Background: an optimization exercise with open tools, aiming at small area. Do not read the settings as production practice.
At most, simulation tests tie the RTL to the original design; equivalence was not proved.
Power figures rest on the tool's default switching activity, not on a simulated workload.

==> flow/design.v <==
package gpio_pkg;
   localparam int NUM_PINS = 32;
   localparam int DATA_W   = 32;
   localparam int ADDR_W   = 8;
   typedef logic [NUM_PINS-1:0] pins_t;
   function automatic logic [2:0] type_enc(input logic [2:0] t);
      case (t)
         3'd0:    type_enc = 3'b000;
         3'd1:    type_enc = 3'b001;
         3'd2:    type_enc = 3'b100;
         3'd3:    type_enc = 3'b010;
         3'd4:    type_enc = 3'b110;
         3'd5:    type_enc = 3'b101;
         3'd6:    type_enc = 3'b011;
         default: type_enc = 3'b111;
      endcase
   endfunction
   function automatic logic [2:0] type_dec(input logic [2:0] e);
      case (e)
         3'b000:  type_dec = 3'd0;
         3'b001:  type_dec = 3'd1;
         3'b100:  type_dec = 3'd2;
         3'b010:  type_dec = 3'd3;
         3'b110:  type_dec = 3'd4;
         3'b101:  type_dec = 3'd5;
         3'b011:  type_dec = 3'd6;
         default: type_dec = 3'd7;
      endcase
   endfunction
endpackage
`timescale 1ns/1ps
module gpio_in_sync
(
   input  logic        PCLK,
   input  logic        PRESETN,
   input  logic [31:0] gpio_in_i,
   output logic [31:0] s2_o,
   output logic [31:0] s3_o
);
   logic [31:0] stage1_q;
   logic [31:0] stage2_q;
   logic [31:0] stage3_q;
   always_ff @(posedge PCLK or negedge PRESETN)
   begin
      if (!PRESETN)
      begin
         stage1_q <= '0;
         stage2_q <= '0;
         stage3_q <= '0;
      end
      else
      begin
         stage1_q <= gpio_in_i;
         stage2_q <= stage1_q;
         stage3_q <= stage2_q;
      end
   end
   assign s2_o = stage2_q;
   assign s3_o = stage3_q;
endmodule
`timescale 1ns/1ps
module gpio_top
(
   input  logic                          PCLK,
   input  logic                          PRESETN,
   input  logic                          psel_i,
   input  logic                          penable_i,
   input  logic                          pwrite_i,
   input  logic [gpio_pkg::ADDR_W-1:0]   paddr_i,
   input  logic [gpio_pkg::DATA_W-1:0]   pwdata_i,
   input  gpio_pkg::pins_t               gpio_in_i,
   output logic [gpio_pkg::DATA_W-1:0]   prdata_o,
   output logic                          pready_o,
   output logic                          pslverr_o,
   output gpio_pkg::pins_t               gpio_out_o,
   output gpio_pkg::pins_t               gpio_oe_o,
   output gpio_pkg::pins_t               int_o,
   output logic                          int_or_o
);
   logic [7:0]   cfg_q [32];
   logic [31:0]  gpout_q;
   logic [31:0]  irq_n_q;
   logic [31:0]  irq_q;
   logic [31:0]  flag_n_q;
   logic [31:0]  s2;
   logic [31:0]  s3;
   logic         wr_en;
   logic         cfg_hit;
   logic [31:0]  pin_sel;
   logic [31:0]  cfg_we;
   logic [7:0]   wcfg;
   logic [7:0]   cfg_rd;
   logic         type_chg;
   logic         irq_wr;
   logic         irq_clr_any;
   logic [31:0]  lvl_int;
   logic [31:0]  set;
   logic [31:0]  gpin;
   assign irq_q = ~irq_n_q;
   assign pready_o  = 1'b1;
   assign pslverr_o = 1'b0;
   gpio_in_sync i_gpio_in_sync
   (
      .PCLK       (PCLK),
      .PRESETN    (PRESETN),
      .gpio_in_i  (gpio_in_i),
      .s2_o       (s2),
      .s3_o       (s3)
   );
   assign wr_en   = psel_i & penable_i & pwrite_i;
   assign cfg_hit = (paddr_i <= 8'h7C);
   always_comb
      for (int i = 0; i < 32; i++)
      begin
         pin_sel[i] = cfg_hit & (paddr_i[6:2] == 5'(i));
         cfg_we[i]  = wr_en & pin_sel[i];
      end
   assign wcfg = {gpio_pkg::type_enc(pwdata_i[7:5]), pwdata_i[4:0]};
   always_ff @(posedge PCLK or negedge PRESETN)
      if (!PRESETN)
         for (int i = 0; i < 32; i++)
            cfg_q[i] <= '0;
      else
         for (int i = 0; i < 32; i++)
            if (cfg_we[i])
               cfg_q[i] <= wcfg;
   always_ff @(posedge PCLK or negedge PRESETN)
      if (!PRESETN)
         gpout_q <= '0;
      else if (wr_en && (paddr_i == 8'hA0))
         gpout_q <= pwdata_i;
   always_comb
   begin
      cfg_rd = '0;
      for (int i = 0; i < 32; i++)
         cfg_rd = cfg_rd | (pin_sel[i] ? cfg_q[i] : 8'h00);
   end
   assign type_chg = ~wcfg[3] | wcfg[5] | (wcfg[7:6] != cfg_rd[7:6]);
   assign irq_wr      = wr_en & (paddr_i == 8'h80);
   assign irq_clr_any = irq_wr & (|pwdata_i);
   always_comb
      for (int i = 0; i < 32; i++)
      begin
         lvl_int[i] = cfg_q[i][3] & ~cfg_q[i][7] & ~cfg_q[i][6] & (s3[i] ^ cfg_q[i][5]);
         set[i]     = cfg_q[i][3] & ~cfg_q[i][5] &
                      ((cfg_q[i][7] & s2[i] & ~s3[i]) | (cfg_q[i][6] & ~s2[i] & s3[i]));
         int_o[i]   = ~flag_n_q[i] | lvl_int[i];
         gpio_out_o[i] = gpout_q[i] & cfg_q[i][0];
         gpio_oe_o[i]  = cfg_q[i][2] & cfg_q[i][0];
         gpin[i]       = s3[i] & cfg_q[i][1];
      end
   assign int_or_o = |int_o;
   always_ff @(posedge PCLK or negedge PRESETN)
      if (!PRESETN)
         flag_n_q <= '1;
      else
         for (int i = 0; i < 32; i++)
            flag_n_q[i] <= ~(~(cfg_we[i] & type_chg) &
                             (set[i] | (~flag_n_q[i] & ~(irq_wr & pwdata_i[i]))));
   always_ff @(posedge PCLK or negedge PRESETN)
      if (!PRESETN)
         irq_n_q <= '1;
      else if (irq_clr_any)
         irq_n_q <= ~(irq_q & ~pwdata_i);
      else
         irq_n_q <= ~int_o;
   always_comb
   begin
      prdata_o = {24'h0, cfg_rd[4:0]} | {24'h0, gpio_pkg::type_dec(cfg_rd[7:5]), 5'h0};
      case (paddr_i)
         8'h80:   prdata_o = irq_q;
         8'h90:   prdata_o = gpin;
         8'hA0:   prdata_o = gpout_q;
         default: ;
      endcase
   end
endmodule
export LEC_CHECK = 0
export ABC_AREA = 1
export CAP_MARGIN = 0
export CORE_MARGIN = 2
export CORE_UTILIZATION = 70
export SLEW_MARGIN = 0
create_clock -name core_clock -period 10.0 [get_ports {PCLK}]
standard.sh (not shown) runs the stock make flow with config.mk's settings and CLKGATE_MAP_FILE= SYNTH_SCRIPT=/design/flow/synth_recipe.tcl, a recipe that flattens the netlist after the stock synthesis.
==> flow/flow/run.sh <==
#!/bin/bash
# Standard ORFS layout (standard.sh) with these changes:
#  - synthesis maps the logic with flow/abc_area.script (ABC_AREA=1 picks it up);
#    the rest of synthesis is the standard script, so the registers are the same
#  - after synthesis, flow/mux_a22o.py rewrites 2:1 muxes that share a select as
#    and-or cells with one shared inverter (combinational cells only)
#  - ports are buffered with the smallest buffer (buf_1)
#  - clock tree: larger sink clusters, no dummy loads (flow/cts_args)
set -euo pipefail
W=$(pwd)
R=$W/orfs/results/sky130hd/gpio_top/base
rm -rf "$W/scripts_alt"
cp -r "$FLOW_HOME/scripts" "$W/scripts_alt"
cp "$W/flow/abc_area.script" "$W/scripts_alt/abc_area.script"
bash standard.sh "SCRIPTS_DIR=$W/scripts_alt" synth > "$W/synth.log" 2>&1
cp "$R/1_2_yosys.v" "$W/1_2_yosys_abc.v"
python3 "$W/flow/mux_a22o.py" "$W/1_2_yosys_abc.v" "$R/1_2_yosys.v" > "$W/mux_a22o.log" 2>&1
rm -f "$R/1_synth.odb" "$R/1_synth.sdc"
bash standard.sh synth > "$W/synth_odb.log" 2>&1
bash standard.sh "BUFFER_PORTS_ARGS=-buffer_cell sky130_fd_sc_hd__buf_1" \
   "CTS_ARGS=$(cat "$W/flow/cts_args")" finish > "$W/layout.log" 2>&1
test -f "$W/out/final.def"
Other scripts of this flow, unchanged in this note and not shown: flow/flow/abc_area.script, flow/flow/cts_args, flow/flow/mux_a22o.py
Edit:
--- a/flow/design.v
+++ b/flow/design.v
@@ -78,11 +78,10 @@
    output logic                          int_or_o
 );
    logic [7:0]   cfg_q [32];
    logic [31:0]  gpout_q;
-   logic [31:0]  irq_n_q;
    logic [31:0]  irq_q;
-   logic [31:0]  flag_n_q;
+   logic [31:0]  flag_q;
    logic [31:0]  s2;
    logic [31:0]  s3;
    logic         wr_en;
    logic         cfg_hit;
@@ -95,9 +94,8 @@
    logic         irq_clr_any;
    logic [31:0]  lvl_int;
    logic [31:0]  set;
    logic [31:0]  gpin;
-   assign irq_q = ~irq_n_q;
    assign pready_o  = 1'b1;
    assign pslverr_o = 1'b0;
    gpio_in_sync i_gpio_in_sync
    (
@@ -143,28 +141,28 @@
       begin
          lvl_int[i] = cfg_q[i][3] & ~cfg_q[i][7] & ~cfg_q[i][6] & (s3[i] ^ cfg_q[i][5]);
          set[i]     = cfg_q[i][3] & ~cfg_q[i][5] &
                       ((cfg_q[i][7] & s2[i] & ~s3[i]) | (cfg_q[i][6] & ~s2[i] & s3[i]));
-         int_o[i]   = ~flag_n_q[i] | lvl_int[i];
+         int_o[i]   = flag_q[i] | lvl_int[i];
          gpio_out_o[i] = gpout_q[i] & cfg_q[i][0];
          gpio_oe_o[i]  = cfg_q[i][2] & cfg_q[i][0];
          gpin[i]       = s3[i] & cfg_q[i][1];
       end
    assign int_or_o = |int_o;
    always_ff @(posedge PCLK or negedge PRESETN)
       if (!PRESETN)
-         flag_n_q <= '1;
+         flag_q <= '0;
       else
          for (int i = 0; i < 32; i++)
-            flag_n_q[i] <= ~(~(cfg_we[i] & type_chg) &
-                             (set[i] | (~flag_n_q[i] & ~(irq_wr & pwdata_i[i]))));
+            flag_q[i] <= ~(cfg_we[i] & type_chg) &
+                         (set[i] | (flag_q[i] & ~(irq_wr & pwdata_i[i])));
    always_ff @(posedge PCLK or negedge PRESETN)
       if (!PRESETN)
-         irq_n_q <= '1;
+         irq_q <= '0;
       else if (irq_clr_any)
-         irq_n_q <= ~(irq_q & ~pwdata_i);
+         irq_q <= irq_q & ~pwdata_i;
       else
-         irq_n_q <= ~int_o;
+         irq_q <= int_o;
    always_comb
    begin
       prdata_o = {24'h0, cfg_rd[4:0]} | {24'h0, gpio_pkg::type_dec(cfg_rd[7:5]), 5'h0};
       case (paddr_i)
After rerunning: The changed run completed with no timing, DRC or antenna violations; setup slack degrades by 0.19 ns; global-route usage hardly moves; power came out higher by 0.68%; fmax falls by 2.6%; critical path depth increases by 1; hold slack degrades by 0.0050 ns; cell count is higher by 2.8%; sequential share of layout area drops by 0.72 points; cell area is higher by 0.63%.
No functional check of the RTL was part of the second run of this note.

what the ideal ports hide:
Ports are ideal in the flow. The routed layouts listed here were re-timed in OpenROAD.
Step 1 assumes that a clkbuf_16 drives the clock port and a buf_2 every other input.
Step 2 adds t to the input delays and takes it off the output delays; t is the mean of the earliest and latest rising clock arrival at the registers after step 1. Input paths then give back, and output paths get back, about the clock's delay inside the block.
Slacks: ideal ports / drivers / drivers and shift; pairs: ideal ports / drivers.
run	shift t [ns]	slack for setup (ns)	latest minus earliest clock arrival (ns)
the first run	0.601	2.653 / 2.626 / 2.626	0.032 / 0.031
the second run	0.605	2.460 / 2.404 / 2.404	0.035 / 0.034
After both steps setup and hold are still met in every run listed. For the second run, which loses most, drivers alone change the setup slack by -0.056 ns; drivers and shift together by -0.056 ns.
